This design comes from an exercise in tuning for small area on the open sky130 flow, not from production work.
At most, simulation tests tie the RTL to the original design; equivalence was not proved.
Power figures rest on the tool's default switching activity, not on a simulated workload.

## rv_core
module rv_core (
    input  logic        clk,
    input  logic        reset,
    output logic [31:0] instr_addr,
    input  logic [31:0] instr_data,
    output logic        wb_valid,
    output logic [4:0]  wb_rd,
    output logic [31:0] wb_data
);
Settings: LEC_CHECK=0, ABC_AREA=1, CAP_MARGIN=20, CORE_MARGIN=2, CORE_UTILIZATION=65, CTS_CLUSTER_DIAMETER=100, CTS_CLUSTER_SIZE=30, SLEW_MARGIN=20; clock period 10.0 ns.
run.sh (not shown) runs the stock make flow with config.mk's settings and CLKGATE_MAP_FILE= SYNTH_SCRIPT=/design/flow/synth_recipe.tcl, a recipe that flattens the netlist after the stock synthesis.
Then changed:
--- a/flow/design.v
+++ b/flow/design.v
@@ -101,32 +101,24 @@
     assign {cout, sum} = {1'b0, A} + {1'b0, bb} + {4'd0, cin};
     logic lt, neq, acc, taken;
     assign lt    = (A[3] ^ OPB[3]) ? A[3] : sum[3];
     assign neq   = (A != B);
     assign acc   = ((phase == 3'd0) ? 1'b0 : flag) | neq;
     assign taken = is_br & (acc ^ ~f3[0]);
     logic [4:0]  s, t;
     logic [31:0] V;
+    logic [63:0] VV;
     logic [3:0]  rot4, sh;
     logic [5:0]  pos;
     assign s   = {(phase == 3'd1 && !rot) ? OPB[0] : X[4], X[3:0]};
     assign t   = op_sll ? (5'd0 - s) : s;
     assign V   = {T[31:4], op_sll ? A : T[3:0]};
-    logic [18:0] S4;
-    logic [10:0] S3;
-    logic [6:0]  S2;
-    logic [4:0]  S1;
-    always_comb begin
-        for (int k = 0; k < 19; k++) S4[k] = t[4] ? V[(k + 16) % 32] : V[k];
-        for (int k = 0; k < 11; k++) S3[k] = t[3] ? S4[k + 8] : S4[k];
-        for (int k = 0; k < 7; k++)  S2[k] = t[2] ? S3[k + 4] : S3[k];
-        for (int k = 0; k < 5; k++)  S1[k] = t[1] ? S2[k + 2] : S2[k];
-        for (int k = 0; k < 4; k++)  rot4[k] = t[0] ? S1[k + 1] : S1[k];
-    end
+    assign VV  = {V, V};
+    assign rot4 = VV[t +: 4];
     assign pos = {1'b0, phase, 2'b00};
     always_comb begin
         for (int i = 0; i < 4; i++) begin
             if (op_sll) sh[i] = rot4[i] & ((pos + 6'(i)) >= {1'b0, s});
             else        sh[i] = rot4[i] & ((pos + 6'(i) + {1'b0, s}) <= 6'd31);
         end
     end
     logic [3:0] R;
Effect:
- The new run ran to the end with no violations
- setup slack improves by 0.42 ns
- global-route usage is higher by 0.21 points
- wire length goes up slightly
- cell count came out higher by a few percent
- combinational power climbs by roughly a tenth
- fmax came out higher by a few percent
- power stays flat
- utilization hardly moves
- die area rises slightly
- design area increases slightly
- worst hold slack gains 0.013 ns
- clock-buffer cell count decreases by 3
- non-clock buffer count increases by 1
For the second run of this note, only the layout was checked, not whether the RTL still works.

---

rv_core, a different RTL version from the one above (not shown whole).
Size in the first run: about 3100 flip-flops, ~72000 sq um of cells after synthesis.
export LEC_CHECK = 0
export ABC_AREA = 1
export CAP_MARGIN = 20
export CORE_MARGIN = 2
export CORE_UTILIZATION = 65
export SLEW_MARGIN = 20
create_clock -name core_clock -period 10.0 [get_ports {clk}]
standard.sh (not shown) runs the stock make flow with config.mk's settings and CLKGATE_MAP_FILE= SYNTH_SCRIPT=/design/flow/synth_recipe.tcl, a recipe that flattens the netlist after the stock synthesis.
==> flow/flow/run.sh <==
#!/bin/bash
# Own layout flow: the standard flow (standard.sh) with two changes.
#  1. Synthesis: the standard flow's own synthesis script, with ABC's mapping script
#     replaced by flow/area.abc (area-oriented). Registers are untouched.
#  2. CTS: larger sink clusters and no dummy loads.
#  3. Port buffers: the smallest buffer cell.
# Each tool's output goes to its own log in this folder and in orfs/logs.
set -euo pipefail
W=$PWD
{ cat "$W/flow/abc_override.tcl"; cat "$W/synth_recipe.tcl"; } > "$W/my_synth.tcl"
export MY_ABC_SCRIPT="$W/flow/area.abc"
export BUFFER_PORTS_ARGS="-buffer_cell sky130_fd_sc_hd__buf_1"
export CTS_ARGS="-sink_clustering_enable -repair_clock_nets -dont_use_dummy_load -sink_clustering_size 20 -sink_clustering_max_diameter 60 -buf_list sky130_fd_sc_hd__clkbuf_8"
bash "$W/standard.sh" SYNTH_SCRIPT="$W/my_synth.tcl" finish > "$W/standard.log" 2>&1
==> flow/flow/abc_override.tcl <==
# Replace the script of every ABC run with flow/area.abc (area-oriented mapping,
# no buffering or sizing: the layout flow repairs drive strengths later).
proc abc {args} {
  set i [lsearch -exact $args -script]
  if {$i >= 0} { set args [lreplace $args $i [expr {$i + 1}] -script $::env(MY_ABC_SCRIPT)] }
  set j [lsearch -exact $args -D]
  if {$j >= 0} { set args [lreplace $args $j [expr {$j + 1}]] }
  yosys abc {*}$args
}
==> flow/flow/area.abc <==
strash
balance
rewrite
refactor
balance
rewrite
rewrite -z
balance
refactor -z
rewrite -z
balance
dch -f
amap
topo
The starting point completed with no timing, DRC or antenna violations.
==> next run, changes <==
--- a/flow/design.v
+++ b/flow/design.v
@@ -98,53 +98,46 @@
     logic       cin, cout;
     assign bb  = op_sub ? ~OPB : OPB;
     assign cin = (phase == 3'd0) ? op_sub : carry;
     assign {cout, sum} = {1'b0, A} + {1'b0, bb} + {4'd0, cin};
     logic lt, neq, acc, taken;
     assign lt    = (A[3] ^ OPB[3]) ? A[3] : sum[3];
     assign neq   = (A != B);
     assign acc   = ((phase == 3'd0) ? 1'b0 : flag) | neq;
     assign taken = is_br & (acc ^ ~f3[0]);
     logic [4:0]  s, t;
     logic [31:0] V;
     logic [3:0]  rot4, sh;
+    logic [5:0]  pos;
     assign s   = {(phase == 3'd1 && !rot) ? OPB[0] : X[4], X[3:0]};
     assign t   = op_sll ? (5'd0 - s) : s;
     assign V   = {T[31:4], op_sll ? A : T[3:0]};
     logic [18:0] S4;
     logic [10:0] S3;
     logic [6:0]  S2;
     logic [4:0]  S1;
     always_comb begin
         for (int k = 0; k < 19; k++) S4[k] = t[4] ? V[(k + 16) % 32] : V[k];
         for (int k = 0; k < 11; k++) S3[k] = t[3] ? S4[k + 8] : S4[k];
         for (int k = 0; k < 7; k++)  S2[k] = t[2] ? S3[k + 4] : S3[k];
         for (int k = 0; k < 5; k++)  S1[k] = t[1] ? S2[k + 2] : S2[k];
         for (int k = 0; k < 4; k++)  rot4[k] = t[0] ? S1[k + 1] : S1[k];
     end
-    logic [3:0] qp;
-    logic       le7, le6, pge, pgt;
-    logic [3:0] keep;
-    assign qp  = {1'b0, s[4:2]} + {1'b0, phase};
-    assign le7 = ~qp[3];
-    assign le6 = ~qp[3] & (qp[2:0] != 3'd7);
-    assign pge = (phase >= s[4:2]);
-    assign pgt = (phase >  s[4:2]);
+    assign pos = {1'b0, phase, 2'b00};
     always_comb begin
         for (int i = 0; i < 4; i++) begin
-            if (op_sll) keep[i] = (2'(i) >= s[1:0]) ? pge : pgt;
-            else        keep[i] = ((3'(i) + {1'b0, s[1:0]}) >= 3'd4) ? le6 : le7;
-        end
-    end
-    assign sh = rot4 & keep;
+            if (op_sll) sh[i] = rot4[i] & ((pos + 6'(i)) >= {1'b0, s});
+            else        sh[i] = rot4[i] & ((pos + 6'(i) + {1'b0, s}) <= 6'd31);
+        end
+    end
     logic [3:0] R;
     always_comb begin
         if (is_ld)                R = M;
         else if (is_st)           R = B;
         else if (op_sll | op_srl) R = sh;
         else if (op_slt)          R = {3'b000, flag & (phase == 3'd0)};
         else begin
             case (f3)
                 3'b100:  R = A ^ OPB;
                 3'b110:  R = A | OPB;
                 3'b111:  R = A & OPB;
                 default: R = sum;
Effect: The changed run went through all stages and came out clean; clock power stays flat; die area stays flat; register-to-register slack got worse by 0.50 ns; maximum frequency shrinks by a few percent; combinational power shrinks by a few percent; clock-buffer cell count grows by 1; hold slack improved by 0.0079 ns.

## separate check: timing with driven ports
No port has a modelled driver above. Below, the same layouts with a new extraction and two added sets of constraints. Step 1: set_driving_cell puts a clkbuf_16 on clk and a buf_2 on each other input, an assumption about the parent block. Step 2 moves the port delays by t, midway between the first and last clock arrival at a register: inputs arrive t later, outputs are due t later. That takes back most of the time a late clock gives input paths. a / b / c = ideal / step 1 / step 2; a / b = the first two.
run	t, ns	slack for setup (ns)	worst setup path after step 2	clock arrival spread, ns	worst slew at a driven data input, ns
the first run of note 1	0.814	2.394 / 2.447 / 1.634	input to register	0.037 / 0.037	0.07
the second run of note 1	0.814	2.819 / 2.824 / 2.010	input to register	0.039 / 0.039	0.09
the first run of note 2	0.895	0.989 / 1.009 / 0.114	input to register	0.122 / 0.123	0.08
the second run of note 2	0.912	0.642 / 0.675 / -0.237	input to register	0.097 / 0.096	0.11
Met with ideal ports but missed after step 2: setup timing in the second run of note 2. For the second run of note 2, which loses most, drivers alone change the setup slack by +0.033 ns; drivers and shift together by -0.879 ns.
